Background: an optimization exercise with open tools, aiming at a short achievable clock period and few clock cycles per item. Do not read the settings as production practice. Function was checked by simulation only, so behaviour that the tests miss may differ from the original. Power figures rest on the tool's default switching activity, not on a simulated workload.

run a:
// modbus_rtu_register_slave
module modbus_rtu_register_slave #(
    parameter int FRAME_BYTES = 64,
    parameter int REG_COUNT   = 16
) (
    input  logic        i_clk,
    input  logic        i_rst_n,
    input  logic        i_cfg_wr_en,
    input  logic [7:0]  i_cfg_wr_data,
    input  logic        i_valid,
    output logic        o_ready,
    input  logic [1:0]  i_func,
    input  logic [7:0]  i_rx_byte,
    input  logic        i_frame_end,
    input  logic [3:0]  i_host_index,
    input  logic [15:0] i_host_value,
    output logic        o_valid,
    input  logic        i_ready,
    output logic        o_kind,
    output logic [7:0]  o_tx_byte,
    output logic        o_last,
    output logic [15:0] o_read_value
);
export LEC_CHECK = 0
export ABC_CLOCK_PERIOD_IN_PS = 2500
export CAP_MARGIN = 20
export CORE_MARGIN = 2
export CORE_UTILIZATION = 50
export CTS_CLUSTER_DIAMETER = 100
export CTS_CLUSTER_SIZE = 25
export SETUP_SLACK_MARGIN = 3.0
export SLEW_MARGIN = 20
export TNS_END_PERCENT = 100
create_clock -name core_clock -period 5.5 [get_ports {i_clk}]
run.sh (not shown) runs the stock make flow with config.mk's settings and CLKGATE_MAP_FILE= SYNTH_SCRIPT=/design/flow/synth_recipe.tcl, a recipe that flattens the netlist after the stock synthesis.
Testbench counts of run a, summed over its fixed seeds: cycles 4,159, items 384.
diff inputs: run a => run b
Settings: a change of TNS_END_PERCENT from 100 to 10.
## What came out
- Total routing usage reported by global routing: run a and run b compared, higher one is run a
- Run b -> run a: internal power flat
- Run b — minimum period implied by the final worst setup slack 0.14 ns higher, run a as reference
- First-pass GRT wire length, run a and run b: higher on run a
- Against run a, run b reports a met1 usage that is lower.
- Taking run a as the reference point, the layout-stage area growth over the synthesis result of run b falls by 0.43 points.
- Comparing run a and run b, worst supply voltage drop on vdd is lower on run b.

---

Setup of job 101:
Another version of the RTL of modbus_rtu_register_slave (not shown whole).
Size: roughly 6100 cells after synthesis, ~2400 flip-flops, roughly 72 I/O pins, ~0.090 mm2 of cells after synthesis.
Design modbus_rtu_register_slave, start of the top module:
module modbus_rtu_register_slave #(
    parameter int FRAME_BYTES = 64,
    parameter int REG_COUNT   = 16
) (
    input  logic        i_clk,
    input  logic        i_rst_n,
    input  logic        i_cfg_wr_en,
    input  logic [7:0]  i_cfg_wr_data,
    input  logic        i_valid,
    output logic        o_ready,
    input  logic [1:0]  i_func,
    input  logic [7:0]  i_rx_byte,
    input  logic        i_frame_end,
    input  logic [3:0]  i_host_index,
    input  logic [15:0] i_host_value,
    output logic        o_valid,
    input  logic        i_ready,
    output logic        o_kind,
    output logic [7:0]  o_tx_byte,
    output logic        o_last,
    output logic [15:0] o_read_value
);
    localparam int LW = $clog2(FRAME_BYTES + 1);
    localparam int QD = mbrs_pkg::QDEPTH;
    localparam int NS = mbrs_pkg::SHADOWS;
    logic [7:0] r_sid;
    always_ff @(posedge i_clk) begin
        if (!i_rst_n) begin
            r_sid <= mbrs_pkg::SID_RESET;
        end else if (i_cfg_wr_en) begin
            r_sid <= i_cfg_wr_data;
        end
    end
    logic        r_ready;
    logic        a_vld;
    logic [1:0]  a_func;
    logic [7:0]  a_byte;
    logic        a_end;
    logic [3:0]  a_idx;
    logic [15:0] a_val;
    assign a_vld  = i_rst_n && i_valid && r_ready;
    assign a_func = i_func;
    assign a_byte = i_rx_byte;
    assign a_end  = i_frame_end;
    assign a_idx  = i_host_index;
    assign a_val  = i_host_value;
    logic [LW-1:0]  f_len;
    logic [15:0]    f_crc;
    logic [7:0]     f_hdr [mbrs_pkg::HDR_BYTES];
    logic           f_aok;
    logic           f_wr;
    logic           f_dat;
    logic           f_hi;
    logic [REG_COUNT-1:0] f_woh;
    logic [NS-1:0]  f_sel;
    logic [NS-1:0][1:0] f_pen;
    logic [15:0]    f_sh [NS][REG_COUNT];
    logic          w_rx;
    logic          w_store;
    logic [15:0]   w_crc_nx;
    assign w_rx      = a_vld && (a_func == mbrs_pkg::OP_RX_BYTE);
    assign w_store   = w_rx && (f_len != LW'(FRAME_BYTES));
    mbrs_crc u_rx_crc (
        .i_crc  (f_crc),
        .i_data (a_byte),
        .o_crc  (w_crc_nx)
    );
    always_ff @(posedge i_clk) begin
        if (!i_rst_n) begin
            f_len <= '0;
            f_crc <= mbrs_pkg::CRC_INIT;
        end else if (w_rx && a_end) begin
  ...
clock: 5.5 ns
lec_check: 0
abc_clock_period_in_ps: 2500
cap_margin: 20
core_margin: 2
core_utilization: 55
cts_cluster_diameter: 100
cts_cluster_size: 25
setup_slack_margin: 3.2
slew_margin: 20
tns_end_percent: 100
Testbench counts of job 101, summed over its fixed seeds: cycles 4,159, items 384.
Input-level comparison between job 102 and job 101:
-- flow/config.mk --
<<< job 101, line 9
export CAP_MARGIN = 20
export CORE_MARGIN = 2
export CORE_UTILIZATION = 55
export CTS_CLUSTER_DIAMETER = 100
export CTS_CLUSTER_SIZE = 25
>>> job 102, line 9
export CAP_MARGIN = 20
export CORE_MARGIN = 2
export CORE_UTILIZATION = 50
export CTS_CLUSTER_DIAMETER = 100
export CTS_CLUSTER_SIZE = 25
--- outcome ---
- Job 102 did not stop at any stage, and its layout met the timing, design-rule and antenna checks.
- Synthesis-to-finish area growth for job 102: 0.43 points up relative to job 101
- Comparing the two runs side by side, job 102 comes out ahead of job 101 on minimum clock period.
- Overall die height up 4.8% in job 102 wrt job 101
Input changes introduced in job 103 (baseline for comparison: job 102):
-- flow/config.mk --
<<< job 102, line 12
export CTS_CLUSTER_DIAMETER = 100
export CTS_CLUSTER_SIZE = 25
export SETUP_SLACK_MARGIN = 3.2
export SLEW_MARGIN = 20
export TNS_END_PERCENT = 100
>>> job 103, line 12
export CTS_CLUSTER_DIAMETER = 100
export CTS_CLUSTER_SIZE = 25
export SETUP_SLACK_MARGIN = 3.4
export SLEW_MARGIN = 20
export TNS_END_PERCENT = 100
--- outcome ---
Job 103 reports a higher cell area after layout than job 102 does.
Any difference in standard cell area after detailed placement between job 103 and job 102 is small enough to ignore.
In job 103 relative to job 102, largest net degree at the start of global routing had gone down slightly.
Compare job 103 and job 102 | fmax higher: job 102
Looking at TritonCTS buffer count, job 103 sits below job 102.
The worst-case vdd ir drop in job 103 is 0.937 times that in job 102.
Job 103: cell count 80 above job 102
Job 103 vs job 102 on portion of the clock cycle consumed by the worst path in the final layout: job 103 is the higher one.

[separate check: timing with driven ports]
Ports are ideal in the flow. The routed layouts listed here were re-timed in OpenROAD.
Step 1 assumes that a clkbuf_16 drives the clock port and a buf_2 every other input.
Step 2 moves the port delays by t, midway between the first and last clock arrival at a register: inputs arrive t later, outputs are due t later. That takes back most of the time a late clock gives input paths.
Three values: ideal, step 1, step 2; two values: the first two.
| run | t (ns) | setup WS [ns] | worst setup path after step 2 | worst data-port slew with drivers (ns) | pins driven straight from the clock port |
|---|---|---|---|---|---|
| run a | 0.871 | 2.936 / 2.936 / 2.248 | input to register | 0.08 | 1 |
| run b | 0.871 | 2.798 / 2.798 / 2.188 | input to register | 0.19 | 1 |
| job 101 | 0.841 | 3.114 / 3.039 / 2.321 | input to register | 0.06 | 1 |
| job 102 | 0.871 | 3.118 / 3.033 / 2.433 | input to register | 0.05 | 1 |
| job 103 | 0.879 | 3.101 / 3.019 / 2.546 | input to register | 0.07 | 1 |
After both steps every run listed still meets setup and hold. For job 101, which loses most, drivers alone change the setup slack by -0.075 ns; drivers and shift together by -0.793 ns.
